Background: an optimization exercise with open tools, aiming at small area, a short achievable clock period and few clock cycles. Do not read the settings as production practice.
Function was checked by simulation only, so behaviour that the tests miss may differ from the original.

==> v38 <==
## path_dot_segment_normalizer
module path_dot_segment_normalizer #(
    parameter int unsigned PATH_BYTES = pdsn_pkg::PDSN_PATH_BYTES
) (
    input  logic             i_clk,
    input  logic             i_rst_n,
    input  logic             start,
    output logic             busy,
    input  logic [1:0]       i_kind,
    input  logic [7:0]       i_char_byte,
    input  logic [9:0]       i_read_index,
    output logic             o_strobe,
    output logic [2:0]       o_status,
    output logic [pdsn_pkg::LEN_W-1:0] o_path_length,
    output logic [7:0]       o_data_byte
);
    logic               a_valid;
    logic [1:0]         a_kind;
    logic [7:0]         a_char;
    logic               a_slash;         
    logic               a_dot;           
    logic [9:0]         a_index;
    logic [8:0]         r_wcount, n_wcount;
    logic [1:0]         r_mode, n_mode;
    logic               r_first, n_first;
    pdsn_pkg::t_err     r_err, n_err;
    logic [8:0]         r_final, n_final;
    logic [7:0]         r_last_slash, n_last_slash;
    logic [7:0]         r_prev_slash, n_prev_slash;    
    logic               r_prev_ok, n_prev_ok;          
    logic               r_scan;          
    logic               n_scan;
    logic               r_scan_fin, n_scan_fin;
    logic [3:0]         r_scan_grp, n_scan_grp;
    logic [3:0]         r_fetch_grp, n_fetch_grp;
    logic [15:0]        r_scan_hits;
    logic               r_strobe, n_strobe;
    logic [2:0]         r_status, n_status;
    logic [8:0]         r_len, n_len;
    logic [7:0]         r_data, n_data;
    logic               mem_we;
    logic               r_we;            
    logic [7:0]         r_waddr;
    logic [7:0]         r_wdata;
    logic               r_busy;          
    logic [3:0]         n_rgroup;
    logic [15:0]        r_rgroup_sel;    
    logic [15:0]        r_rbyte_sel;     
    logic [1:0]         next_kind;
    logic [9:0]         next_index;
    logic [7:0]         mem_rdata;
    logic [15:0]        mem_slash;
    logic               is_slash;
    logic               is_dot;
    logic [1:0]         next_mode;
    logic [15:0]        scan_mask;
    logic               collapse;
    logic               found;
    logic [8:0]         prev_len;
    logic [3:0]         hit_pos;
  ...
==> module pdsn_sel16, before the edit <==
module pdsn_sel16 (
    input  logic [15:0] i_data,
    input  logic [15:0] i_sel,
    output logic        o_y
);
    logic [5:0] n;
    logic       a;
    for (genvar k = 0; k < 5; k++) begin : g_aoi
        pdsn_aoi222 u_aoi (
            .i_a (i_data[3 * k +: 3]),
            .i_b (i_sel[3 * k +: 3]),
            .o_n (n[k])
        );
    end
    pdsn_nand2 u_last (.i_a (i_data[15]), .i_b (i_sel[15]), .o_n (n[5]));
    pdsn_and3 u_a (.i_a (n[2:0]), .o_y (a));
    pdsn_nand4 u_y (.i_a ({a, n[5:3]}), .o_n (o_y));
endmodule
==> module pdsn_and3, before the edit <==
module pdsn_and3 (
    input  logic [2:0] i_a,
    output logic       o_y
);
    assign o_y = &i_a;
endmodule
==> module pdsn_nand4, before the edit <==
module pdsn_nand4 (
    input  logic [3:0] i_a,
    output logic       o_n
);
    assign o_n = ~&i_a;
endmodule
clock: 9.0 ns
lec_check: 0
abc_clock_period_in_ps: 3000
cap_margin: 20
core_margin: 2
core_utilization: 70
cts_cluster_diameter: 60
cts_cluster_size: 30
place_density: 0.78
slew_margin: 20
synth_hierarchical: 1
synth_memory_max_bits: 16384
standard.sh (not shown) runs the stock make flow with config.mk's settings and CLKGATE_MAP_FILE= SYNTH_SCRIPT=/design/flow/synth_recipe.tcl, a recipe that flattens the netlist after the stock synthesis.
==> flow/flow/run.sh <==
#!/bin/bash
set -euo pipefail
sed 's|"\${@:-finish}"|SETUP_SLACK_MARGIN=6 "BUFFER_PORTS_ARGS=-buffer_cell sky130_fd_sc_hd__buf_4" "${@:-finish}"|' \
    standard.sh > flow_standard.sh
grep -q 'SETUP_SLACK_MARGIN=6' flow_standard.sh
bash flow_standard.sh finish > flow_make.log 2>&1
==> v19 (differences from v38) <==
--- a/flow/design.v
+++ b/flow/design.v
@@ -78,21 +78,22 @@
     input  logic [15:0] i_data,
     input  logic [15:0] i_sel,
     output logic        o_y
 );
     logic [5:0] n;
-    logic       a;
+    logic [1:0] p;
     for (genvar k = 0; k < 5; k++) begin : g_aoi
         pdsn_aoi222 u_aoi (
             .i_a (i_data[3 * k +: 3]),
             .i_b (i_sel[3 * k +: 3]),
             .o_n (n[k])
         );
     end
     pdsn_nand2 u_last (.i_a (i_data[15]), .i_b (i_sel[15]), .o_n (n[5]));
-    pdsn_and3 u_a (.i_a (n[2:0]), .o_y (a));
-    pdsn_nand4 u_y (.i_a ({a, n[5:3]}), .o_n (o_y));
+    pdsn_nand3 u_p0 (.i_a (n[2:0]), .o_n (p[0]));
+    pdsn_nand3 u_p1 (.i_a (n[5:3]), .o_n (p[1]));
+    assign o_y = p[0] | p[1];
 endmodule
 module pdsn_aoi222 (
     input  logic [2:0] i_a,
     input  logic [2:0] i_b,
     output logic       o_n
@@ -104,18 +105,12 @@
     input  logic i_b,
     output logic o_n
 );
     assign o_n = ~(i_a & i_b);
 endmodule
-module pdsn_and3 (
+module pdsn_nand3 (
     input  logic [2:0] i_a,
-    output logic       o_y
-);
-    assign o_y = &i_a;
-endmodule
-module pdsn_nand4 (
-    input  logic [3:0] i_a,
     output logic       o_n
 );
     assign o_n = ~&i_a;
 endmodule
 import pdsn_pkg::*;
==> flow/run.sh (new file) <==
#!/bin/bash
# synth_recipe.tcl (not shown) runs the flow's synth.tcl, then flattens the netlist and writes it again
# the make line also repeats each setting of config.mk as NAME=value (left out here)
make -C /OpenROAD-flow-scripts/flow DESIGN_CONFIG=/design/flow/config.mk WORK_HOME=/design/flow/orfs CLKGATE_MAP_FILE= SYNTH_SCRIPT=/design/flow/synth_recipe.tcl finish
- CORE_UTILIZATION: 70 -> 60
- PLACE_DENSITY: 0.78 -> 0.7
- SETUP_SLACK_MARGIN: not set -> 5
removed: flow/flow/run.sh
removed: flow/standard.sh
==> v11 (differences from v38) <==
--- a/flow/design.v
+++ b/flow/design.v
@@ -399,11 +399,11 @@
             r_mode   <= MODE_PLAIN;
             r_first  <= 1'b1;
             r_err    <= ERR_NONE;
             r_final  <= '0;
             r_scan   <= 1'b0;
-            r_busy   <= 1'b0;
+            r_busy   <= 1'b1;
             r_strobe <= 1'b0;
         end else begin
             r_wcount <= n_wcount;
             r_mode   <= n_mode;
             r_first  <= n_first;
- CORE_UTILIZATION: 70 -> 60
- PLACE_DENSITY: 0.78 -> 0.7
==> v35 (differences from v38) <==
--- a/flow/design.v
+++ b/flow/design.v
@@ -399,11 +399,11 @@
             r_mode   <= MODE_PLAIN;
             r_first  <= 1'b1;
             r_err    <= ERR_NONE;
             r_final  <= '0;
             r_scan   <= 1'b0;
-            r_busy   <= 1'b0;
+            r_busy   <= 1'b1;
             r_strobe <= 1'b0;
         end else begin
             r_wcount <= n_wcount;
             r_mode   <= n_mode;
             r_first  <= n_first;
==> flow/flow/run.sh (replaced) <==
#!/bin/bash
set -euo pipefail
sed 's|"\${@:-finish}"|SETUP_SLACK_MARGIN=6 "BUFFER_PORTS_ARGS=-buffer_cell sky130_fd_sc_hd__buf_4" "CTS_ARGS=-sink_clustering_enable -repair_clock_nets -sink_clustering_size 30 -sink_clustering_max_diameter 60 -dont_use_dummy_load" "${@:-finish}"|' \
    standard.sh > flow_standard.sh
grep -q 'dont_use_dummy_load' flow_standard.sh
bash flow_standard.sh finish > flow_make.log 2>&1
- CORE_UTILIZATION: 70 -> 60
- PLACE_DENSITY: 0.78 -> 0.7
==> run summary <==
Sequential share of layout area, lowest first: v38, v11, v19, v35. The highest maximum frequency belongs to v38, the lowest to v19. Critical path depth: v11 is lower than v19 (8). In v38 the global-route usage is higher than in v35, by 7.2 points.
==> figures <==
|  | v19 | v11 | v38 | v35 |
|---|---|---|---|---|
| Status | no timing/DRC/antenna violations | no timing/DRC/antenna violations | no timing/DRC/antenna violations | no timing/DRC/antenna violations |
| Clock Sink Count | 2,207 | 2,208 | 2,207 | 2,208 |
| Post-detail-place hpwl | 127,000 µm | 130,000 µm | 129,000 µm | 130,000 µm |
| Total global routing track utilization | 31.1% | 31.8% | 38.9% | 31.6% |
| Capture point of the worst path | r_data[1] | o_data_byte[6] | r_data[5] | o_data_byte[6] |
| Final standard cell utilization of the core | 66.0% | 66.9% | 78.2% | 65.9% |
| Later-pin clock latency in the skew report | 800 ps | 810 ps | 800 ps | 810 ps |
| Multiplexer area fraction after synthesis | 0.417% | 0.284% | 0.352% | 0.284% |
| Peak Freq | 247 MHz | 317 MHz | 320 MHz | 317 MHz |
| Post-synthesis simple-gate area fraction | 7.20% | 6.65% | 6.58% | 6.65% |
Testbench counts of v38, summed over its fixed seeds: cycles 22,325.
Testbench counts of v19, summed over its fixed seeds: cycles 22,325.
Testbench counts of v11, summed over its fixed seeds: cycles 22,325.
Testbench counts of v35, summed over its fixed seeds: cycles 22,325.

==> separate check: timing with driven ports <==
No port has a modelled driver above. Below, the same layouts with a new extraction and two added sets of constraints.
Step 1 (the two cells are an assumption about what drives the block):
set clk [get_ports {i_clk}]
set_driving_cell -lib_cell sky130_fd_sc_hd__clkbuf_16 $clk
set_driving_cell -lib_cell sky130_fd_sc_hd__buf_2 [delete_from_list [all_inputs] $clk]
Step 2, shift: input delay + t, output delay - t, t = (earliest + latest rising clock arrival at the registers) / 2. This alone moves slack from input paths to output paths.
Three values: ideal, step 1, step 2; two values: the first two.
| run | t (ns) | setup WS [ns] | worst register clock-pin slew, ns | cell pins on the clock port's net |
|---|---|---|---|---|
| v38 | 0.851 | 5.872 / 5.817 / 5.519 | 0.11 / 0.11 | 1 |
| v19 | 0.857 | 4.944 / 4.944 / 4.944 | 0.11 / 0.11 | 1 |
| v11 | 0.872 | 5.850 / 5.767 / 5.457 | 0.10 / 0.10 | 1 |
| v35 | 0.856 | 5.849 / 5.765 / 5.409 | 0.10 / 0.10 | 1 |
After both steps every run listed still meets setup and hold. The setup slack of v35, which loses most, moves by -0.084 ns with the drivers and by -0.440 ns with both steps.
